From an optimization exercise on the open Yosys and OpenROAD flow, aimed at small area and few clock cycles per item; shortcuts taken in it are not production practice.
Only simulation tests tie the RTL to the original design; equivalence was not proved.

## flow/config.mk

```make
export PLATFORM = sky130hd
export DESIGN_NAME = scan_polar_to_cartesian_wall_filter_top
export DESIGN_NICKNAME = scan_polar_to_cartesian_wall_filter_top
export VERILOG_FILES = /design/flow/design.v
export SDC_FILE = /design/flow/constraint.sdc
export NUM_CORES = 4
export LEC_CHECK = 0
export CAP_MARGIN = 20
export CORE_MARGIN = 2
export CORE_UTILIZATION = 65
export SLEW_MARGIN = 20
```

## flow/constraint.sdc

```tcl
create_clock -name core_clock -period 8.0 [get_ports {clk}]
set_input_delay 1.6000 -clock core_clock [delete_from_list [all_inputs] [get_ports {clk}]]
set_output_delay 1.6000 -clock core_clock [all_outputs]
set_load 0.01 [all_outputs]
```

## flow/design.v

```verilog
package spcwf_pkg;
  localparam int RANGE_W = 16;
  localparam int COORD_W = 17;
  localparam int ANGLE_W = 9;
  localparam int CFG_INDEX_W = 2;
  localparam int CFG_DATA_W = 17;
endpackage
module spcwf_rom (
  input  logic [6:0]  d,
  output logic [15:0] ts,
  output logic [15:0] tc
);
  always_comb begin
    case (d)
      7'd0: begin ts = 16'd0; tc = 16'd32768; end
      7'd1: begin ts = 16'd572; tc = 16'd32763; end
      7'd2: begin ts = 16'd1144; tc = 16'd32748; end
      7'd3: begin ts = 16'd1715; tc = 16'd32723; end
      7'd4: begin ts = 16'd2286; tc = 16'd32688; end
      7'd5: begin ts = 16'd2856; tc = 16'd32643; end
      7'd6: begin ts = 16'd3425; tc = 16'd32588; end
      7'd7: begin ts = 16'd3993; tc = 16'd32524; end
      7'd8: begin ts = 16'd4560; tc = 16'd32449; end
      7'd9: begin ts = 16'd5126; tc = 16'd32365; end
      7'd10: begin ts = 16'd5690; tc = 16'd32270; end
      7'd11: begin ts = 16'd6252; tc = 16'd32166; end
      7'd12: begin ts = 16'd6813; tc = 16'd32052; end
      7'd13: begin ts = 16'd7371; tc = 16'd31928; end
      7'd14: begin ts = 16'd7927; tc = 16'd31795; end
      7'd15: begin ts = 16'd8481; tc = 16'd31651; end
      7'd16: begin ts = 16'd9032; tc = 16'd31499; end
      7'd17: begin ts = 16'd9580; tc = 16'd31336; end
      7'd18: begin ts = 16'd10126; tc = 16'd31164; end
      7'd19: begin ts = 16'd10668; tc = 16'd30983; end
      7'd20: begin ts = 16'd11207; tc = 16'd30792; end
      7'd21: begin ts = 16'd11743; tc = 16'd30592; end
      7'd22: begin ts = 16'd12275; tc = 16'd30382; end
      7'd23: begin ts = 16'd12803; tc = 16'd30163; end
      7'd24: begin ts = 16'd13328; tc = 16'd29935; end
      7'd25: begin ts = 16'd13848; tc = 16'd29698; end
      7'd26: begin ts = 16'd14365; tc = 16'd29452; end
      7'd27: begin ts = 16'd14876; tc = 16'd29197; end
      7'd28: begin ts = 16'd15384; tc = 16'd28932; end
      7'd29: begin ts = 16'd15886; tc = 16'd28660; end
      7'd30: begin ts = 16'd16384; tc = 16'd28378; end
      7'd31: begin ts = 16'd16877; tc = 16'd28088; end
      7'd32: begin ts = 16'd17364; tc = 16'd27789; end
      7'd33: begin ts = 16'd17847; tc = 16'd27482; end
      7'd34: begin ts = 16'd18324; tc = 16'd27166; end
      7'd35: begin ts = 16'd18795; tc = 16'd26842; end
      7'd36: begin ts = 16'd19261; tc = 16'd26510; end
      7'd37: begin ts = 16'd19720; tc = 16'd26170; end
      7'd38: begin ts = 16'd20174; tc = 16'd25822; end
      7'd39: begin ts = 16'd20622; tc = 16'd25466; end
      7'd40: begin ts = 16'd21063; tc = 16'd25102; end
      7'd41: begin ts = 16'd21498; tc = 16'd24730; end
      7'd42: begin ts = 16'd21926; tc = 16'd24351; end
      7'd43: begin ts = 16'd22348; tc = 16'd23965; end
      7'd44: begin ts = 16'd22763; tc = 16'd23571; end
      7'd45: begin ts = 16'd23170; tc = 16'd23170; end
      7'd46: begin ts = 16'd23571; tc = 16'd22763; end
      7'd47: begin ts = 16'd23965; tc = 16'd22348; end
      7'd48: begin ts = 16'd24351; tc = 16'd21926; end
      7'd49: begin ts = 16'd24730; tc = 16'd21498; end
      7'd50: begin ts = 16'd25102; tc = 16'd21063; end
      7'd51: begin ts = 16'd25466; tc = 16'd20622; end
      7'd52: begin ts = 16'd25822; tc = 16'd20174; end
      7'd53: begin ts = 16'd26170; tc = 16'd19720; end
      7'd54: begin ts = 16'd26510; tc = 16'd19261; end
      7'd55: begin ts = 16'd26842; tc = 16'd18795; end
      7'd56: begin ts = 16'd27166; tc = 16'd18324; end
      7'd57: begin ts = 16'd27482; tc = 16'd17847; end
      7'd58: begin ts = 16'd27789; tc = 16'd17364; end
      7'd59: begin ts = 16'd28088; tc = 16'd16877; end
      7'd60: begin ts = 16'd28378; tc = 16'd16384; end
      7'd61: begin ts = 16'd28660; tc = 16'd15886; end
      7'd62: begin ts = 16'd28932; tc = 16'd15384; end
      7'd63: begin ts = 16'd29197; tc = 16'd14876; end
      7'd64: begin ts = 16'd29452; tc = 16'd14365; end
      7'd65: begin ts = 16'd29698; tc = 16'd13848; end
      7'd66: begin ts = 16'd29935; tc = 16'd13328; end
      7'd67: begin ts = 16'd30163; tc = 16'd12803; end
      7'd68: begin ts = 16'd30382; tc = 16'd12275; end
      7'd69: begin ts = 16'd30592; tc = 16'd11743; end
      7'd70: begin ts = 16'd30792; tc = 16'd11207; end
      7'd71: begin ts = 16'd30983; tc = 16'd10668; end
      7'd72: begin ts = 16'd31164; tc = 16'd10126; end
      7'd73: begin ts = 16'd31336; tc = 16'd9580; end
      7'd74: begin ts = 16'd31499; tc = 16'd9032; end
      7'd75: begin ts = 16'd31651; tc = 16'd8481; end
      7'd76: begin ts = 16'd31795; tc = 16'd7927; end
      7'd77: begin ts = 16'd31928; tc = 16'd7371; end
      7'd78: begin ts = 16'd32052; tc = 16'd6813; end
      7'd79: begin ts = 16'd32166; tc = 16'd6252; end
      7'd80: begin ts = 16'd32270; tc = 16'd5690; end
      7'd81: begin ts = 16'd32365; tc = 16'd5126; end
      7'd82: begin ts = 16'd32449; tc = 16'd4560; end
      7'd83: begin ts = 16'd32524; tc = 16'd3993; end
      7'd84: begin ts = 16'd32588; tc = 16'd3425; end
      7'd85: begin ts = 16'd32643; tc = 16'd2856; end
      7'd86: begin ts = 16'd32688; tc = 16'd2286; end
      7'd87: begin ts = 16'd32723; tc = 16'd1715; end
      7'd88: begin ts = 16'd32748; tc = 16'd1144; end
      7'd89: begin ts = 16'd32763; tc = 16'd572; end
      7'd90: begin ts = 16'd32768; tc = 16'd0; end
      default: begin ts = 16'd0; tc = 16'd0; end
    endcase
  end
endmodule
module spcwf_mul (
  input  logic [7:0]  one,
  input  logic [7:0]  two,
  input  logic [7:0]  neg,
  input  logic [15:0] r,
  output logic [15:0] p
);
  wire pp0_0 = ((one[0] & r[0])) ^ neg[0];
  wire pp0_1 = ((one[0] & r[1]) | (two[0] & r[0])) ^ neg[0];
  wire pp0_2 = ((one[0] & r[2]) | (two[0] & r[1])) ^ neg[0];
  wire pp0_3 = ((one[0] & r[3]) | (two[0] & r[2])) ^ neg[0];
  wire pp0_4 = ((one[0] & r[4]) | (two[0] & r[3])) ^ neg[0];
  wire pp0_5 = ((one[0] & r[5]) | (two[0] & r[4])) ^ neg[0];
  wire pp0_6 = ((one[0] & r[6]) | (two[0] & r[5])) ^ neg[0];
  wire pp0_7 = ((one[0] & r[7]) | (two[0] & r[6])) ^ neg[0];
  wire pp0_8 = ((one[0] & r[8]) | (two[0] & r[7])) ^ neg[0];
  wire pp0_9 = ((one[0] & r[9]) | (two[0] & r[8])) ^ neg[0];
  wire pp0_10 = ((one[0] & r[10]) | (two[0] & r[9])) ^ neg[0];
  wire pp0_11 = ((one[0] & r[11]) | (two[0] & r[10])) ^ neg[0];
  wire pp0_12 = ((one[0] & r[12]) | (two[0] & r[11])) ^ neg[0];
  wire pp0_13 = ((one[0] & r[13]) | (two[0] & r[12])) ^ neg[0];
  wire pp0_14 = ((one[0] & r[14]) | (two[0] & r[13])) ^ neg[0];
  wire pp0_15 = ((one[0] & r[15]) | (two[0] & r[14])) ^ neg[0];
  wire pp0_16 = ((two[0] & r[15])) ^ neg[0];
  wire ns0 = ~neg[0];
  wire pp1_0 = ((one[1] & r[0])) ^ neg[1];
  wire pp1_1 = ((one[1] & r[1]) | (two[1] & r[0])) ^ neg[1];
  wire pp1_2 = ((one[1] & r[2]) | (two[1] & r[1])) ^ neg[1];
  wire pp1_3 = ((one[1] & r[3]) | (two[1] & r[2])) ^ neg[1];
  wire pp1_4 = ((one[1] & r[4]) | (two[1] & r[3])) ^ neg[1];
  wire pp1_5 = ((one[1] & r[5]) | (two[1] & r[4])) ^ neg[1];
  wire pp1_6 = ((one[1] & r[6]) | (two[1] & r[5])) ^ neg[1];
  wire pp1_7 = ((one[1] & r[7]) | (two[1] & r[6])) ^ neg[1];
  wire pp1_8 = ((one[1] & r[8]) | (two[1] & r[7])) ^ neg[1];
  wire pp1_9 = ((one[1] & r[9]) | (two[1] & r[8])) ^ neg[1];
  wire pp1_10 = ((one[1] & r[10]) | (two[1] & r[9])) ^ neg[1];
  wire pp1_11 = ((one[1] & r[11]) | (two[1] & r[10])) ^ neg[1];
  wire pp1_12 = ((one[1] & r[12]) | (two[1] & r[11])) ^ neg[1];
  wire pp1_13 = ((one[1] & r[13]) | (two[1] & r[12])) ^ neg[1];
  wire pp1_14 = ((one[1] & r[14]) | (two[1] & r[13])) ^ neg[1];
  wire pp1_15 = ((one[1] & r[15]) | (two[1] & r[14])) ^ neg[1];
  wire pp1_16 = ((two[1] & r[15])) ^ neg[1];
  wire ns1 = ~neg[1];
  wire pp2_0 = ((one[2] & r[0])) ^ neg[2];
  wire pp2_1 = ((one[2] & r[1]) | (two[2] & r[0])) ^ neg[2];
  wire pp2_2 = ((one[2] & r[2]) | (two[2] & r[1])) ^ neg[2];
  wire pp2_3 = ((one[2] & r[3]) | (two[2] & r[2])) ^ neg[2];
  wire pp2_4 = ((one[2] & r[4]) | (two[2] & r[3])) ^ neg[2];
  wire pp2_5 = ((one[2] & r[5]) | (two[2] & r[4])) ^ neg[2];
  wire pp2_6 = ((one[2] & r[6]) | (two[2] & r[5])) ^ neg[2];
  wire pp2_7 = ((one[2] & r[7]) | (two[2] & r[6])) ^ neg[2];
  wire pp2_8 = ((one[2] & r[8]) | (two[2] & r[7])) ^ neg[2];
  wire pp2_9 = ((one[2] & r[9]) | (two[2] & r[8])) ^ neg[2];
  wire pp2_10 = ((one[2] & r[10]) | (two[2] & r[9])) ^ neg[2];
  wire pp2_11 = ((one[2] & r[11]) | (two[2] & r[10])) ^ neg[2];
  wire pp2_12 = ((one[2] & r[12]) | (two[2] & r[11])) ^ neg[2];
  wire pp2_13 = ((one[2] & r[13]) | (two[2] & r[12])) ^ neg[2];
  wire pp2_14 = ((one[2] & r[14]) | (two[2] & r[13])) ^ neg[2];
  wire pp2_15 = ((one[2] & r[15]) | (two[2] & r[14])) ^ neg[2];
  wire pp2_16 = ((two[2] & r[15])) ^ neg[2];
  wire ns2 = ~neg[2];
  wire pp3_0 = ((one[3] & r[0])) ^ neg[3];
  wire pp3_1 = ((one[3] & r[1]) | (two[3] & r[0])) ^ neg[3];
  wire pp3_2 = ((one[3] & r[2]) | (two[3] & r[1])) ^ neg[3];
  wire pp3_3 = ((one[3] & r[3]) | (two[3] & r[2])) ^ neg[3];
  wire pp3_4 = ((one[3] & r[4]) | (two[3] & r[3])) ^ neg[3];
  wire pp3_5 = ((one[3] & r[5]) | (two[3] & r[4])) ^ neg[3];
  wire pp3_6 = ((one[3] & r[6]) | (two[3] & r[5])) ^ neg[3];
  wire pp3_7 = ((one[3] & r[7]) | (two[3] & r[6])) ^ neg[3];
  wire pp3_8 = ((one[3] & r[8]) | (two[3] & r[7])) ^ neg[3];
  wire pp3_9 = ((one[3] & r[9]) | (two[3] & r[8])) ^ neg[3];
  wire pp3_10 = ((one[3] & r[10]) | (two[3] & r[9])) ^ neg[3];
  wire pp3_11 = ((one[3] & r[11]) | (two[3] & r[10])) ^ neg[3];
  wire pp3_12 = ((one[3] & r[12]) | (two[3] & r[11])) ^ neg[3];
  wire pp3_13 = ((one[3] & r[13]) | (two[3] & r[12])) ^ neg[3];
  wire pp3_14 = ((one[3] & r[14]) | (two[3] & r[13])) ^ neg[3];
  wire pp3_15 = ((one[3] & r[15]) | (two[3] & r[14])) ^ neg[3];
  wire pp3_16 = ((two[3] & r[15])) ^ neg[3];
  wire ns3 = ~neg[3];
  wire pp4_0 = ((one[4] & r[0])) ^ neg[4];
  wire pp4_1 = ((one[4] & r[1]) | (two[4] & r[0])) ^ neg[4];
  wire pp4_2 = ((one[4] & r[2]) | (two[4] & r[1])) ^ neg[4];
  wire pp4_3 = ((one[4] & r[3]) | (two[4] & r[2])) ^ neg[4];
  wire pp4_4 = ((one[4] & r[4]) | (two[4] & r[3])) ^ neg[4];
  wire pp4_5 = ((one[4] & r[5]) | (two[4] & r[4])) ^ neg[4];
  wire pp4_6 = ((one[4] & r[6]) | (two[4] & r[5])) ^ neg[4];
  wire pp4_7 = ((one[4] & r[7]) | (two[4] & r[6])) ^ neg[4];
  wire pp4_8 = ((one[4] & r[8]) | (two[4] & r[7])) ^ neg[4];
  wire pp4_9 = ((one[4] & r[9]) | (two[4] & r[8])) ^ neg[4];
  wire pp4_10 = ((one[4] & r[10]) | (two[4] & r[9])) ^ neg[4];
  wire pp4_11 = ((one[4] & r[11]) | (two[4] & r[10])) ^ neg[4];
  wire pp4_12 = ((one[4] & r[12]) | (two[4] & r[11])) ^ neg[4];
  wire pp4_13 = ((one[4] & r[13]) | (two[4] & r[12])) ^ neg[4];
  wire pp4_14 = ((one[4] & r[14]) | (two[4] & r[13])) ^ neg[4];
  wire pp4_15 = ((one[4] & r[15]) | (two[4] & r[14])) ^ neg[4];
  wire pp4_16 = ((two[4] & r[15])) ^ neg[4];
  wire ns4 = ~neg[4];
  wire pp5_0 = ((one[5] & r[0])) ^ neg[5];
  wire pp5_1 = ((one[5] & r[1]) | (two[5] & r[0])) ^ neg[5];
  wire pp5_2 = ((one[5] & r[2]) | (two[5] & r[1])) ^ neg[5];
  wire pp5_3 = ((one[5] & r[3]) | (two[5] & r[2])) ^ neg[5];
  wire pp5_4 = ((one[5] & r[4]) | (two[5] & r[3])) ^ neg[5];
  wire pp5_5 = ((one[5] & r[5]) | (two[5] & r[4])) ^ neg[5];
  wire pp5_6 = ((one[5] & r[6]) | (two[5] & r[5])) ^ neg[5];
  wire pp5_7 = ((one[5] & r[7]) | (two[5] & r[6])) ^ neg[5];
  wire pp5_8 = ((one[5] & r[8]) | (two[5] & r[7])) ^ neg[5];
  wire pp5_9 = ((one[5] & r[9]) | (two[5] & r[8])) ^ neg[5];
  wire pp5_10 = ((one[5] & r[10]) | (two[5] & r[9])) ^ neg[5];
  wire pp5_11 = ((one[5] & r[11]) | (two[5] & r[10])) ^ neg[5];
  wire pp5_12 = ((one[5] & r[12]) | (two[5] & r[11])) ^ neg[5];
  wire pp5_13 = ((one[5] & r[13]) | (two[5] & r[12])) ^ neg[5];
  wire pp5_14 = ((one[5] & r[14]) | (two[5] & r[13])) ^ neg[5];
  wire pp5_15 = ((one[5] & r[15]) | (two[5] & r[14])) ^ neg[5];
  wire pp5_16 = ((two[5] & r[15])) ^ neg[5];
  wire ns5 = ~neg[5];
  wire pp6_0 = ((one[6] & r[0])) ^ neg[6];
  wire pp6_1 = ((one[6] & r[1]) | (two[6] & r[0])) ^ neg[6];
  wire pp6_2 = ((one[6] & r[2]) | (two[6] & r[1])) ^ neg[6];
  wire pp6_3 = ((one[6] & r[3]) | (two[6] & r[2])) ^ neg[6];
  wire pp6_4 = ((one[6] & r[4]) | (two[6] & r[3])) ^ neg[6];
  wire pp6_5 = ((one[6] & r[5]) | (two[6] & r[4])) ^ neg[6];
  wire pp6_6 = ((one[6] & r[6]) | (two[6] & r[5])) ^ neg[6];
  wire pp6_7 = ((one[6] & r[7]) | (two[6] & r[6])) ^ neg[6];
  wire pp6_8 = ((one[6] & r[8]) | (two[6] & r[7])) ^ neg[6];
  wire pp6_9 = ((one[6] & r[9]) | (two[6] & r[8])) ^ neg[6];
  wire pp6_10 = ((one[6] & r[10]) | (two[6] & r[9])) ^ neg[6];
  wire pp6_11 = ((one[6] & r[11]) | (two[6] & r[10])) ^ neg[6];
  wire pp6_12 = ((one[6] & r[12]) | (two[6] & r[11])) ^ neg[6];
  wire pp6_13 = ((one[6] & r[13]) | (two[6] & r[12])) ^ neg[6];
  wire pp6_14 = ((one[6] & r[14]) | (two[6] & r[13])) ^ neg[6];
  wire pp6_15 = ((one[6] & r[15]) | (two[6] & r[14])) ^ neg[6];
  wire pp6_16 = ((two[6] & r[15])) ^ neg[6];
  wire ns6 = ~neg[6];
  wire pp7_0 = ((one[7] & r[0])) ^ neg[7];
  wire pp7_1 = ((one[7] & r[1]) | (two[7] & r[0])) ^ neg[7];
  wire pp7_2 = ((one[7] & r[2]) | (two[7] & r[1])) ^ neg[7];
  wire pp7_3 = ((one[7] & r[3]) | (two[7] & r[2])) ^ neg[7];
  wire pp7_4 = ((one[7] & r[4]) | (two[7] & r[3])) ^ neg[7];
  wire pp7_5 = ((one[7] & r[5]) | (two[7] & r[4])) ^ neg[7];
  wire pp7_6 = ((one[7] & r[6]) | (two[7] & r[5])) ^ neg[7];
  wire pp7_7 = ((one[7] & r[7]) | (two[7] & r[6])) ^ neg[7];
  wire pp7_8 = ((one[7] & r[8]) | (two[7] & r[7])) ^ neg[7];
  wire pp7_9 = ((one[7] & r[9]) | (two[7] & r[8])) ^ neg[7];
  wire pp7_10 = ((one[7] & r[10]) | (two[7] & r[9])) ^ neg[7];
  wire pp7_11 = ((one[7] & r[11]) | (two[7] & r[10])) ^ neg[7];
  wire pp7_12 = ((one[7] & r[12]) | (two[7] & r[11])) ^ neg[7];
  wire pp7_13 = ((one[7] & r[13]) | (two[7] & r[12])) ^ neg[7];
  wire pp7_14 = ((one[7] & r[14]) | (two[7] & r[13])) ^ neg[7];
  wire pp7_15 = ((one[7] & r[15]) | (two[7] & r[14])) ^ neg[7];
  wire pp7_16 = ((two[7] & r[15])) ^ neg[7];
  wire s1 = pp0_10 ^ pp1_8;
  wire c2 = pp0_10 & pp1_8;
  wire s3 = pp0_11 ^ pp1_9;
  wire c4 = pp0_11 & pp1_9;
  wire s5 = pp0_12 ^ pp1_10 ^ pp2_8;
  wire c6 = (pp0_12 & pp1_10) | (pp0_12 & pp2_8) | (pp1_10 & pp2_8);
  wire s7 = pp3_6 ^ pp4_4;
  wire c8 = pp3_6 & pp4_4;
  wire s9 = pp0_13 ^ pp1_11 ^ pp2_9;
  wire c10 = (pp0_13 & pp1_11) | (pp0_13 & pp2_9) | (pp1_11 & pp2_9);
  wire s11 = pp3_7 ^ pp4_5;
  wire c12 = pp3_7 & pp4_5;
  wire s13 = pp0_14 ^ pp1_12 ^ pp2_10;
  wire c14 = (pp0_14 & pp1_12) | (pp0_14 & pp2_10) | (pp1_12 & pp2_10);
  wire s15 = pp3_8 ^ pp4_6 ^ pp5_4;
  wire c16 = (pp3_8 & pp4_6) | (pp3_8 & pp5_4) | (pp4_6 & pp5_4);
  wire s17 = pp6_2 ^ pp7_0;
  wire c18 = pp6_2 & pp7_0;
  wire s19 = pp0_15 ^ pp1_13 ^ pp2_11;
  wire c20 = (pp0_15 & pp1_13) | (pp0_15 & pp2_11) | (pp1_13 & pp2_11);
  wire s21 = pp3_9 ^ pp4_7 ^ pp5_5;
  wire c22 = (pp3_9 & pp4_7) | (pp3_9 & pp5_5) | (pp4_7 & pp5_5);
  wire s23 = pp6_3 ^ pp7_1;
  wire c24 = pp6_3 & pp7_1;
  wire s25 = pp0_16 ^ pp1_14 ^ pp2_12;
  wire c26 = (pp0_16 & pp1_14) | (pp0_16 & pp2_12) | (pp1_14 & pp2_12);
  wire s27 = pp3_10 ^ pp4_8 ^ pp5_6;
  wire c28 = (pp3_10 & pp4_8) | (pp3_10 & pp5_6) | (pp4_8 & pp5_6);
  wire s29 = pp6_4 ^ pp7_2;
  wire c30 = pp6_4 & pp7_2;
  wire s31 = ns0 ^ pp1_15 ^ pp2_13;
  wire c32 = (ns0 & pp1_15) | (ns0 & pp2_13) | (pp1_15 & pp2_13);
  wire s33 = pp3_11 ^ pp4_9 ^ pp5_7;
  wire c34 = (pp3_11 & pp4_9) | (pp3_11 & pp5_7) | (pp4_9 & pp5_7);
  wire s35 = pp6_5 ^ pp7_3 ^ 1'b1;
  wire c36 = (pp6_5 & pp7_3) | (pp6_5 & 1'b1) | (pp7_3 & 1'b1);
  wire s37 = pp1_16 ^ pp2_14 ^ pp3_12;
  wire c38 = (pp1_16 & pp2_14) | (pp1_16 & pp3_12) | (pp2_14 & pp3_12);
  wire s39 = pp4_10 ^ pp5_8 ^ pp6_6;
  wire c40 = (pp4_10 & pp5_8) | (pp4_10 & pp6_6) | (pp5_8 & pp6_6);
  wire s41 = pp7_4 ^ 1'b1;
  wire c42 = pp7_4 & 1'b1;
  wire s43 = ns1 ^ pp2_15 ^ pp3_13;
  wire c44 = (ns1 & pp2_15) | (ns1 & pp3_13) | (pp2_15 & pp3_13);
  wire s45 = pp4_11 ^ pp5_9 ^ pp6_7;
  wire c46 = (pp4_11 & pp5_9) | (pp4_11 & pp6_7) | (pp5_9 & pp6_7);
  wire s47 = pp2_16 ^ pp3_14 ^ pp4_12;
  wire c48 = (pp2_16 & pp3_14) | (pp2_16 & pp4_12) | (pp3_14 & pp4_12);
  wire s49 = pp5_10 ^ pp6_8;
  wire c50 = pp5_10 & pp6_8;
  wire s51 = ns2 ^ pp3_15 ^ pp4_13;
  wire c52 = (ns2 & pp3_15) | (ns2 & pp4_13) | (pp3_15 & pp4_13);
  wire s53 = pp3_16 ^ pp4_14;
  wire c54 = pp3_16 & pp4_14;
  wire s55 = pp0_6 ^ pp1_4;
  wire c56 = pp0_6 & pp1_4;
  wire s57 = pp0_7 ^ pp1_5;
  wire c58 = pp0_7 & pp1_5;
  wire s59 = pp0_8 ^ pp1_6 ^ pp2_4;
  wire c60 = (pp0_8 & pp1_6) | (pp0_8 & pp2_4) | (pp1_6 & pp2_4);
  wire s61 = pp3_2 ^ pp4_0;
  wire c62 = pp3_2 & pp4_0;
  wire s63 = pp0_9 ^ pp1_7 ^ pp2_5;
  wire c64 = (pp0_9 & pp1_7) | (pp0_9 & pp2_5) | (pp1_7 & pp2_5);
  wire s65 = pp3_3 ^ pp4_1;
  wire c66 = pp3_3 & pp4_1;
  wire s67 = pp2_6 ^ pp3_4 ^ pp4_2;
  wire c68 = (pp2_6 & pp3_4) | (pp2_6 & pp4_2) | (pp3_4 & pp4_2);
  wire s69 = pp5_0 ^ neg[5] ^ s1;
  wire c70 = (pp5_0 & neg[5]) | (pp5_0 & s1) | (neg[5] & s1);
  wire s71 = pp2_7 ^ pp3_5 ^ pp4_3;
  wire c72 = (pp2_7 & pp3_5) | (pp2_7 & pp4_3) | (pp3_5 & pp4_3);
  wire s73 = pp5_1 ^ s3 ^ c2;
  wire c74 = (pp5_1 & s3) | (pp5_1 & c2) | (s3 & c2);
  wire s75 = pp5_2 ^ pp6_0 ^ neg[6];
  wire c76 = (pp5_2 & pp6_0) | (pp5_2 & neg[6]) | (pp6_0 & neg[6]);
  wire s77 = s5 ^ s7 ^ c4;
  wire c78 = (s5 & s7) | (s5 & c4) | (s7 & c4);
  wire s79 = pp5_3 ^ pp6_1 ^ s9;
  wire c80 = (pp5_3 & pp6_1) | (pp5_3 & s9) | (pp6_1 & s9);
  wire s81 = s11 ^ c6 ^ c8;
  wire c82 = (s11 & c6) | (s11 & c8) | (c6 & c8);
  wire s83 = neg[7] ^ s13 ^ s15;
  wire c84 = (neg[7] & s13) | (neg[7] & s15) | (s13 & s15);
  wire s85 = s17 ^ c10 ^ c12;
  wire c86 = (s17 & c10) | (s17 & c12) | (c10 & c12);
  wire s87 = s19 ^ s21 ^ s23;
  wire c88 = (s19 & s21) | (s19 & s23) | (s21 & s23);
  wire s89 = c14 ^ c16 ^ c18;
  wire c90 = (c14 & c16) | (c14 & c18) | (c16 & c18);
  wire s91 = s25 ^ s27 ^ s29;
  wire c92 = (s25 & s27) | (s25 & s29) | (s27 & s29);
  wire s93 = c20 ^ c22 ^ c24;
  wire c94 = (c20 & c22) | (c20 & c24) | (c22 & c24);
  wire s95 = s31 ^ s33 ^ s35;
  wire c96 = (s31 & s33) | (s31 & s35) | (s33 & s35);
  wire s97 = c26 ^ c28 ^ c30;
  wire c98 = (c26 & c28) | (c26 & c30) | (c28 & c30);
  wire s99 = s37 ^ s39 ^ s41;
  wire c100 = (s37 & s39) | (s37 & s41) | (s39 & s41);
  wire s101 = c32 ^ c34 ^ c36;
  wire c102 = (c32 & c34) | (c32 & c36) | (c34 & c36);
  wire s103 = pp7_5 ^ s43 ^ s45;
  wire c104 = (pp7_5 & s43) | (pp7_5 & s45) | (s43 & s45);
  wire s105 = c38 ^ c40 ^ c42;
  wire c106 = (c38 & c40) | (c38 & c42) | (c40 & c42);
  wire s107 = pp7_6 ^ 1'b1 ^ s47;
  wire c108 = (pp7_6 & 1'b1) | (pp7_6 & s47) | (1'b1 & s47);
  wire s109 = s49 ^ c44 ^ c46;
  wire c110 = (s49 & c44) | (s49 & c46) | (c44 & c46);
  wire s111 = pp5_11 ^ pp6_9 ^ pp7_7;
  wire c112 = (pp5_11 & pp6_9) | (pp5_11 & pp7_7) | (pp6_9 & pp7_7);
  wire s113 = s51 ^ c48 ^ c50;
  wire c114 = (s51 & c48) | (s51 & c50) | (c48 & c50);
  wire s115 = pp5_12 ^ pp6_10 ^ pp7_8;
  wire c116 = (pp5_12 & pp6_10) | (pp5_12 & pp7_8) | (pp6_10 & pp7_8);
  wire s117 = 1'b1 ^ s53 ^ c52;
  wire c118 = (1'b1 & s53) | (1'b1 & c52) | (s53 & c52);
  wire s119 = ns3 ^ pp4_15 ^ pp5_13;
  wire c120 = (ns3 & pp4_15) | (ns3 & pp5_13) | (pp4_15 & pp5_13);
  wire s121 = pp6_11 ^ pp7_9 ^ c54;
  wire c122 = (pp6_11 & pp7_9) | (pp6_11 & c54) | (pp7_9 & c54);
  wire s123 = pp4_16 ^ pp5_14 ^ pp6_12;
  wire c124 = (pp4_16 & pp5_14) | (pp4_16 & pp6_12) | (pp5_14 & pp6_12);
  wire s125 = pp7_10 ^ 1'b1;
  wire c126 = pp7_10 & 1'b1;
  wire s127 = ns4 ^ pp5_15 ^ pp6_13;
  wire c128 = (ns4 & pp5_15) | (ns4 & pp6_13) | (pp5_15 & pp6_13);
  wire s129 = pp5_16 ^ pp6_14;
  wire c130 = pp5_16 & pp6_14;
  wire s131 = pp0_4 ^ pp1_2;
  wire c132 = pp0_4 & pp1_2;
  wire s133 = pp0_5 ^ pp1_3;
  wire c134 = pp0_5 & pp1_3;
  wire s135 = pp2_2 ^ pp3_0 ^ neg[3];
  wire c136 = (pp2_2 & pp3_0) | (pp2_2 & neg[3]) | (pp3_0 & neg[3]);
  wire s137 = pp2_3 ^ pp3_1 ^ s57;
  wire c138 = (pp2_3 & pp3_1) | (pp2_3 & s57) | (pp3_1 & s57);
  wire s139 = neg[4] ^ s59 ^ s61;
  wire c140 = (neg[4] & s59) | (neg[4] & s61) | (s59 & s61);
  wire s141 = s63 ^ s65 ^ c60;
  wire c142 = (s63 & s65) | (s63 & c60) | (s65 & c60);
  wire s143 = s67 ^ s69 ^ c64;
  wire c144 = (s67 & s69) | (s67 & c64) | (s69 & c64);
  wire s145 = s71 ^ s73 ^ c68;
  wire c146 = (s71 & s73) | (s71 & c68) | (s73 & c68);
  wire s147 = s75 ^ s77 ^ c72;
  wire c148 = (s75 & s77) | (s75 & c72) | (s77 & c72);
  wire s149 = s79 ^ s81 ^ c76;
  wire c150 = (s79 & s81) | (s79 & c76) | (s81 & c76);
  wire s151 = s83 ^ s85 ^ c80;
  wire c152 = (s83 & s85) | (s83 & c80) | (s85 & c80);
  wire s153 = s87 ^ s89 ^ c84;
  wire c154 = (s87 & s89) | (s87 & c84) | (s89 & c84);
  wire s155 = s91 ^ s93 ^ c88;
  wire c156 = (s91 & s93) | (s91 & c88) | (s93 & c88);
  wire s157 = s95 ^ s97 ^ c92;
  wire c158 = (s95 & s97) | (s95 & c92) | (s97 & c92);
  wire s159 = s99 ^ s101 ^ c96;
  wire c160 = (s99 & s101) | (s99 & c96) | (s101 & c96);
  wire s161 = s103 ^ s105 ^ c100;
  wire c162 = (s103 & s105) | (s103 & c100) | (s105 & c100);
  wire s163 = s107 ^ s109 ^ c104;
  wire c164 = (s107 & s109) | (s107 & c104) | (s109 & c104);
  wire s165 = s111 ^ s113 ^ c108;
  wire c166 = (s111 & s113) | (s111 & c108) | (s113 & c108);
  wire s167 = s115 ^ s117 ^ c112;
  wire c168 = (s115 & s117) | (s115 & c112) | (s117 & c112);
  wire s169 = s119 ^ s121 ^ c116;
  wire c170 = (s119 & s121) | (s119 & c116) | (s121 & c116);
  wire s171 = s123 ^ s125 ^ c120;
  wire c172 = (s123 & s125) | (s123 & c120) | (s125 & c120);
  wire s173 = pp7_11 ^ s127 ^ c124;
  wire c174 = (pp7_11 & s127) | (pp7_11 & c124) | (s127 & c124);
  wire s175 = pp7_12 ^ 1'b1 ^ s129;
  wire c176 = (pp7_12 & 1'b1) | (pp7_12 & s129) | (1'b1 & s129);
  wire s177 = ns5 ^ pp6_15 ^ pp7_13;
  wire c178 = (ns5 & pp6_15) | (ns5 & pp7_13) | (pp6_15 & pp7_13);
  wire s179 = pp6_16 ^ pp7_14;
  wire c180 = pp6_16 & pp7_14;
  wire s181 = pp0_2 ^ pp1_0;
  wire c182 = pp0_2 & pp1_0;
  wire s183 = pp0_3 ^ pp1_1;
  wire c184 = pp0_3 & pp1_1;
  wire s185 = pp2_0 ^ neg[2] ^ s131;
  wire c186 = (pp2_0 & neg[2]) | (pp2_0 & s131) | (neg[2] & s131);
  wire s187 = pp2_1 ^ s133 ^ c132;
  wire c188 = (pp2_1 & s133) | (pp2_1 & c132) | (s133 & c132);
  wire s189 = s55 ^ s135 ^ c134;
  wire c190 = (s55 & s135) | (s55 & c134) | (s135 & c134);
  wire s191 = c56 ^ s137 ^ c136;
  wire c192 = (c56 & s137) | (c56 & c136) | (s137 & c136);
  wire s193 = c58 ^ s139 ^ c138;
  wire c194 = (c58 & s139) | (c58 & c138) | (s139 & c138);
  wire s195 = c62 ^ s141 ^ c140;
  wire c196 = (c62 & s141) | (c62 & c140) | (s141 & c140);
  wire s197 = c66 ^ s143 ^ c142;
  wire c198 = (c66 & s143) | (c66 & c142) | (s143 & c142);
  wire s199 = c70 ^ s145 ^ c144;
  wire c200 = (c70 & s145) | (c70 & c144) | (s145 & c144);
  wire s201 = c74 ^ s147 ^ c146;
  wire c202 = (c74 & s147) | (c74 & c146) | (s147 & c146);
  wire s203 = c78 ^ s149 ^ c148;
  wire c204 = (c78 & s149) | (c78 & c148) | (s149 & c148);
  wire s205 = c82 ^ s151 ^ c150;
  wire c206 = (c82 & s151) | (c82 & c150) | (s151 & c150);
  wire s207 = c86 ^ s153 ^ c152;
  wire c208 = (c86 & s153) | (c86 & c152) | (s153 & c152);
  wire s209 = c90 ^ s155 ^ c154;
  wire c210 = (c90 & s155) | (c90 & c154) | (s155 & c154);
  wire s211 = c94 ^ s157 ^ c156;
  wire c212 = (c94 & s157) | (c94 & c156) | (s157 & c156);
  wire s213 = c98 ^ s159 ^ c158;
  wire c214 = (c98 & s159) | (c98 & c158) | (s159 & c158);
  wire s215 = c102 ^ s161 ^ c160;
  wire c216 = (c102 & s161) | (c102 & c160) | (s161 & c160);
  wire s217 = c106 ^ s163 ^ c162;
  wire c218 = (c106 & s163) | (c106 & c162) | (s163 & c162);
  wire s219 = c110 ^ s165 ^ c164;
  wire c220 = (c110 & s165) | (c110 & c164) | (s165 & c164);
  wire s221 = c114 ^ s167 ^ c166;
  wire c222 = (c114 & s167) | (c114 & c166) | (s167 & c166);
  wire s223 = c118 ^ s169 ^ c168;
  wire c224 = (c118 & s169) | (c118 & c168) | (s169 & c168);
  wire s225 = c122 ^ s171 ^ c170;
  wire c226 = (c122 & s171) | (c122 & c170) | (s171 & c170);
  wire s227 = c126 ^ s173 ^ c172;
  wire c228 = (c126 & s173) | (c126 & c172) | (s173 & c172);
  wire s229 = c128 ^ s175 ^ c174;
  wire c230 = (c128 & s175) | (c128 & c174) | (s175 & c174);
  wire s231 = c130 ^ s177 ^ c176;
  wire c232 = (c130 & s177) | (c130 & c176) | (s177 & c176);
  wire s233 = 1'b1 ^ s179 ^ c178;
  wire c234 = (1'b1 & s179) | (1'b1 & c178) | (s179 & c178);
  wire s235 = ns6 ^ pp7_15 ^ c180;
  wire c236 = (ns6 & pp7_15) | (ns6 & c180) | (pp7_15 & c180);
  wire s237 = pp7_16 ^ 1'b1;
  wire c238 = pp7_16 & 1'b1;
  wire [30:0] va = {s237, s235, s233, s231, s229, s227, s225, s223, s221, s219, s217, s215, s213, s211, s209, s207, s205, s203, s201, s199, s197, s195, s193, s191, s189, s187, s185, s183, neg[1], pp0_1, pp0_0};
  wire [30:0] vb = {c236, c234, c232, c230, c228, c226, c224, c222, c220, c218, c216, c214, c212, c210, c208, c206, c204, c202, c200, c198, c196, c194, c192, c190, c188, c186, c184, c182, s181, 1'b0, neg[0]};
  wire [30:0] sum = va + vb;
  assign p = sum[30:15];
endmodule
module scan_polar_to_cartesian_wall_filter_top (
  input  logic                clk,
  input  logic                rst,
  input  logic                sample_valid,
  output logic                sample_ready,
  input  logic [15:0]         sample_range,
  input  logic                sample_scan_start,
  output logic                point_valid,
  input  logic                point_ready,
  output logic signed [16:0]  point_x,
  output logic signed [16:0]  point_y,
  output logic [8:0]          point_angle,
  input  logic                cfg_we,
  input  logic [1:0]          cfg_index,
  input  logic [16:0]         cfg_data
);
  logic        en;
  logic [16:0] bnd;
  logic [15:0] tol;
  logic [1:0]  q;
  logic [6:0]  r;
  logic [15:0] ts_r, tc_r;
  logic [15:0] px, py;
  logic        v;
  logic        accept;
  logic        start;
  logic [1:0]  qn;
  logic [6:0]  rn, sn;
  logic [15:0] ts_n, tc_n;
  logic        r0;
  logic [1:0]  qo;
  logic [7:0]  onex, twox, negx, oney, twoy, negy;
  logic [15:0] mx, my;
  logic        xn, yn, keep;
  logic [18:0] wa, wb, wc, ws, wcv;
  logic [8:0]  abase;
  assign sample_ready = !v || point_ready;
  assign accept = sample_valid && sample_ready;
  assign start = sample_scan_start;
  always_comb begin
    qn = q;
    rn = r;
    if (rst) begin
      qn = 2'd0;
      rn = 7'd0;
    end else if (accept) begin
      if (start) begin
        qn = 2'd0;
        rn = 7'd1;
      end else if (r == 7'd89) begin
        qn = q + 2'd1;
        rn = 7'd0;
      end else begin
        rn = r + 7'd1;
      end
    end
  end
  assign sn = qn[0] ? 7'd90 - rn : rn;
  spcwf_rom u_rom (.d(sn), .ts(ts_n), .tc(tc_n));
  always_ff @(posedge clk) begin
    q <= qn;
    r <= rn;
    ts_r <= ts_n;
    tc_r <= tc_n;
  end
  always_comb begin
    for (int k = 0; k < 8; k++) begin
      logic b2, b1, b0;
      b2 = (k == 7) ? 1'b0 : tc_r[2*k+1];
      b1 = tc_r[2*k];
      b0 = (k == 0) ? 1'b0 : tc_r[2*k-1];
      onex[k] = b1 ^ b0;
      twox[k] = b2 ? (!b1 && !b0) : (b1 && b0);
      negx[k] = b2 && !(b1 && b0);
      b2 = (k == 7) ? 1'b0 : ts_r[2*k+1];
      b1 = ts_r[2*k];
      b0 = (k == 0) ? 1'b0 : ts_r[2*k-1];
      oney[k] = b1 ^ b0;
      twoy[k] = b2 ? (!b1 && !b0) : (b1 && b0);
      negy[k] = b2 && !(b1 && b0);
    end
  end
  spcwf_mul u_mx (.one(onex), .two(twox), .neg(negx), .r(sample_range), .p(mx));
  spcwf_mul u_my (.one(oney), .two(twoy), .neg(negy), .r(sample_range), .p(my));
  always_ff @(posedge clk) begin
    if (rst) begin
      en <= 1'b0;
      bnd <= '0;
      tol <= '0;
      v <= 1'b0;
    end else begin
      if (cfg_we) begin
        case (cfg_index)
          2'd0: en <= cfg_data[0];
          2'd1: bnd <= cfg_data;
          2'd2: tol <= cfg_data[15:0];
          default: ;
        endcase
      end
      if (sample_ready) v <= sample_valid;
    end
  end
  always_ff @(posedge clk) begin
    if (sample_ready) begin
      px <= (start || tc_r[15]) ? sample_range : mx;
      py <= start ? 16'd0 : (ts_r[15] ? sample_range : my);
    end
  end
  assign r0 = (r == 7'd0);
  assign qo = q - {1'b0, r0};
  assign xn = qo[0] ^ qo[1];
  assign yn = qo[1];
  always_comb begin
    logic ox, oy;
    ox = 1'b0;
    oy = 1'b0;
    for (int i = 0; i < 16; i++) begin
      point_x[i] = px[i] ^ (xn && ox);
      point_y[i] = py[i] ^ (yn && oy);
      ox = ox || px[i];
      oy = oy || py[i];
    end
    point_x[16] = xn && ox;
    point_y[16] = yn && oy;
  end
  always_comb begin
    case (q)
      2'd0: abase = r0 ? 9'd359 : 9'd511;
      2'd1: abase = 9'd89;
      2'd2: abase = 9'd179;
      default: abase = 9'd269;
    endcase
  end
  assign point_angle = abase + {2'b00, r};
  assign wa = {{3{yn}}, py ^ {16{yn}}};
  assign wb = {3'b000, tol};
  assign wc = ~{bnd[16], bnd[16], bnd};
  always_comb begin
    logic cy;
    wcv[0] = yn;
    for (int i = 0; i < 19; i++) begin
      ws[i] = wa[i] ^ wb[i] ^ wc[i];
      if (i < 18) wcv[i+1] = (wa[i] && wb[i]) || (wa[i] && wc[i]) || (wb[i] && wc[i]);
    end
    cy = 1'b0;
    for (int i = 0; i < 18; i++) cy = (ws[i] && wcv[i]) || ((ws[i] ^ wcv[i]) && cy);
    keep = !en || !(ws[18] ^ wcv[18] ^ cy);
  end
  assign point_valid = v && keep;
endmodule
```

## flow/flow/run.sh

```bash
#!/bin/bash
# Own flow: the standard flow's layout (standard.sh) with one change in synthesis. ABC maps the
# logic for area (flow/abc_area.script) instead of ORFS's delay script; everything
# else in synthesis (passes, flattening, renaming, flip-flop mapping) is unchanged,
# so the registers are the standard synthesis's. Each tool's output goes to a log here.
set -euo pipefail
W=$PWD
F=$W/flow
# ORFS's synth.tcl with only the ABC script replaced.
sed "s|log_cmd abc {\*}\$abc_args|set abc_args [lreplace \$abc_args 1 1 $F/abc_area.script]; log_cmd abc {*}\$abc_args|" \
  "$FLOW_HOME/scripts/synth.tcl" > "$W/orfs_synth_area.tcl"
grep -q "abc_area.script" "$W/orfs_synth_area.tcl"
# The standard flow's synthesis script, sourcing that copy.
sed "s|source \$::env(SCRIPTS_DIR)/synth.tcl|source $W/orfs_synth_area.tcl|" "$W/synth_recipe.tcl" > "$W/own_synth.tcl"
grep -q "orfs_synth_area.tcl" "$W/own_synth.tcl"
# standard.sh with the synthesis script swapped.
sed "s|$W/synth_recipe.tcl|$W/own_synth.tcl|" "$W/standard.sh" > "$W/own_standard.sh"
grep -q "own_synth.tcl" "$W/own_standard.sh"
bash "$W/own_standard.sh" synth > "$W/synth.log" 2>&1
# The rest of the standard flow's layout from that netlist.
bash "$W/standard.sh" finish > "$W/layout.log" 2>&1
test -f "$W/out/final.def"
```

## flow/flow/abc_area.script

```
strash
dch
map -a
topo
stime -c
```

## flow/standard.sh

```bash
#!/bin/bash
# synth_recipe.tcl (not shown) runs the flow's synth.tcl, then flattens the netlist and writes it again
# the make line also repeats each setting of config.mk as NAME=value (left out here)
make -C /OpenROAD-flow-scripts/flow DESIGN_CONFIG=/design/flow/config.mk WORK_HOME=/design/flow/orfs CLKGATE_MAP_FILE= SYNTH_SCRIPT=/design/flow/synth_recipe.tcl "${@:-finish}"
```

==> flow_summary_export.csv <==
group,metric,value,unit
synthesis,synthesis.nets,2882,
placement,gp_congestion,1.14,
route,wl_per_cell,24.3,um
synthesis,synth_edf_count,32,
sta,tightestPinTransition,1.09,ns
route,route.vias.total,20634,
synthesis,synth_seq_cells,108,
sta,setup_viol,0,
grt,grt_pass1_wl,114000,um
run_status,status,"timing/DRC/antenna clean",
synthesis,syn-cell-area,19300,um2
worst_setup_path,startpoint_type,"input port",
floorplanning,die_area,31100,um2
worst_setup_path,slowest_stage,"clkinv_1",
sta,relSlewSlack,27.2,%
floorplanning,io-pin-count,86,
sta,fmax,129,MHz
finish,final_layout_size_suffix_gt1_share,4.51,%
route,dr.pass1.iters,9,
worst_setup_path,cpPeakStageDelay,0.57,ns
route,viasPerCell,6.77,
synthesis,synth_cell_type_count,41,
synthesis,yosysWarnings,2,
synthesis,yosysMostFrequentCell,"clkinv_1",
finish,stdcell_area,21700,um2
route,ant_nets,0,
placement,place_ws,0.175,ns
route,wirelength,74100,um
worst_setup_path,r2r_cells,22,
floorplanning,design.core.area,29400,um2
synthesis,synth_top_area_share,19.8,%
synthesis,yosysSeqAreaShare,12.9,%
finish,num-fill-cells,2105,
synthesis,synth-main-ff-cell,"dfxtp_1",
clocking,cts_made_buffers,9,
finish,layout.cells.non_filler,3050,
sta,period_minus_slack,7.72,ns
worst_hold_path,hold_class,"reg -> reg",
floorplanning,die_w,176,um
worst_setup_path,required,8.14,ns
placement,dpl_cell_area,21300,um2
run,drv_cap,0,
grt,grt_pass1_vias,20828,
worst_setup_path,critPathArrivalTime,7.86,ns
clocking,cts_setup_buffers,0,
synthesis,syn-instance-count,2469,
sta,finalMaxSlewViolations,0,
placement,dp_hpwl,55400,um
worst_setup_path,crit_type,"in -> reg",
route,drtIter0Drc,2721,
sta,rsz0062_at_grt,"false",
finish,final_nets,3067,
clocking,cts_tree,"built",
clocking,cts.sinks,108,
synthesis,synthTopCellsByArea,"fa_1 (20%), xor2_1 (13%), ha_1 (12%), clkinv_1 (8.5%), dfxtp_1 (7.9%)",
clocking,root_buffer,"clkbuf_16",
grt,antenna_found_initial,0,
placement,numPortBuffers,85,
sta,hold_ws,0.473,ns
floorplanning,die_h,176,um
placement,dp.cells,3032,
route,drc,0,
worst_setup_path,endpoint_kind,"flop",
floorplanning,std_cell_rows,63,
sta,hold_violations,0,
grt,grt_start_max_net_pins,56,
synthesis,ys_top_cells_by_count,"clkinv_1 (435), nor2_1 (281), xor2_1 (281), o22ai_1 (224), fa_1 (191)",
finish,area_delta_synth_final,12.2,%
worst_setup_path,path_max_fanout,16,
grt,grtUsageTotal,47.7,%
synthesis,async_flop_share,0,%
clocking,cts.path.max_buffers,2,
sta,finalCritPeriodShare,96.5,%
clocking,path_clk_slew,0.09,ns
worst_hold_path,whs_path_depth,2,
sta,fin_ws,0.277,ns
clocking,hold_buffers,0,
grt,gr-total-overflow,0,
synthesis,synth_top_area_cell,"fa_1",
sta,skew,0.0316,ns
synthesis,synth.avg_cell_area,7.82,um2
clocking,htree_levels,3,
clocking,clock_latency,0.41,ns
floorplanning,start_util,65.7,%
-- path summary, 6_finish.rpt --
| path | from | endpoint | slack [ns] |
|---|---|---|---|
| max reg2reg | ts_r[9]$_DFF_P_ | py[15]$_SDFFCE_PP0N_ | 1.06 |
| min | bnd[15]$_SDFFE_PP0P_ | bnd[15]$_SDFFE_PP0P_ | 0.47 |
| min reg2reg | bnd[15]$_SDFFE_PP0P_ | bnd[15]$_SDFFE_PP0P_ | 0.47 |
| max | sample_range[3] | py[15]$_SDFFCE_PP0N_ | 0.28 |
-- worst max-delay path, delay by kind of cell --
kind / cells / cell delay (ns)
adder cells (fa/ha/maj): 3 / 1.33
AND/OR/NAND/NOR: 7 / 0.73
AO/OA/AOI/OAI: 10 / 1.86
buffers and inverters: 8 / 2.07
XOR/XNOR: 2 / 0.26
-- cells in the final DEF (no fill, tap or decap), drive strengths merged, types with 9 or more instances in the layout --
cell           instances
edfxtp                32
a22oi                 26
xor2                 281
nor3                  31
nor2                 281
fa                   191
dfxtp                 76
o21ai                158
o31ai                 12
a211oi                12
nand3                 42
buf                   91
clkinv               437
a21oi                177
o21a                  13
clkdlybuf4s50         84
xnor2                 31
o211ai                10
nand2                171
ha                   181
clkbuf                 9
o2111ai                9
a31oi                 15
o22ai                224
-- per-stage QoR --
| stage | setup TNS (ns) | utilization (%) |
|---|---|---|
| after floorplan | -0.00554 | - |
| after global placement | 0 | 72.5 |
| after detailed placement | 0 | 72.5 |
| after CTS | 0 | 73.6 |
| after global routing | 0 | 73.7 |
| final | 0 | 73.7 |
-- sequential cells by signal, summed over array words and instances (netlist names) --
name,flops
v,1
q,2
py,16
bnd,17
ts_r,16
tol,16
r,7
px,16
tc_r,16
en,1
-- what timing repair did --
item | in CTS | in global routing
endpoints found under the setup margin | 1 | 1
pin swaps | 0 | 0
gates resized for setup | 4 | 3
cloned | 0 | 0
-- logic make-up after synthesis --
logic type | share of synthesized area [%]
AO/OA/AOI/OAI | 21.7
XOR/XNOR | 14.2
adder cells (fa/ha/maj) | 31.5
buffers and inverters | 8.54
flip-flops | 12.9
multiplexers | 0.104
AND/OR/NAND/NOR | 11.1
-- layer usage --
metal	global-route usage [%]	share of wire (%)	up-vias
met1	53.0	33	9548
li1	-	-	8816
met5	0	0.023	-
met3	13.2	12	544
met4	37.5	9.1	2
met2	77.3	46	1724
-- layout make-up --
cell class / instances / area [um2] / area share, %
multi-input combinational: 1924 / 15200 / 70.1
clock inverter: 7 / 88.8 / 0.410
tap: 390 / 488 / 2.25
antenna: 1 / 2.50 / 0.0116
timing repair buffer: 176 / 1540 / 7.10
inverter: 435 / 1640 / 7.56
sequential: 108 / 2490 / 11.5
clock buffer: 9 / 225 / 1.04
Testbench counts, summed over its fixed seeds: cycles 23,072, items 23,040.

[re-timing with driven ports]
In the flow no input, the clock included, has a driving cell. The finished layout below was timed again as built, in two steps. Step 1, drivers: a clkbuf_16 drives clk and a buf_2 each remaining input, both assumed. Step 2 moves the port delays by t, midway between the first and last clock arrival at a register: inputs arrive t later, outputs are due t later. That takes back most of the time a late clock gives input paths. Slacks: ideal / step 1 / step 2; pairs: ideal / step 1.
shift t [ns]: 0.454
slack for setup (ns): 0.277 / 0.295 / -0.159
slew at the worst register clock pin (ns): 0.12 / 0.12
worst data-port slew with drivers (ns): 0.05
pins driven straight from the clock port: 1
With both steps, setup timing fails in this run, where it was met with ideal ports. For this run, drivers alone change the setup slack by +0.018 ns; drivers and shift together by -0.436 ns.
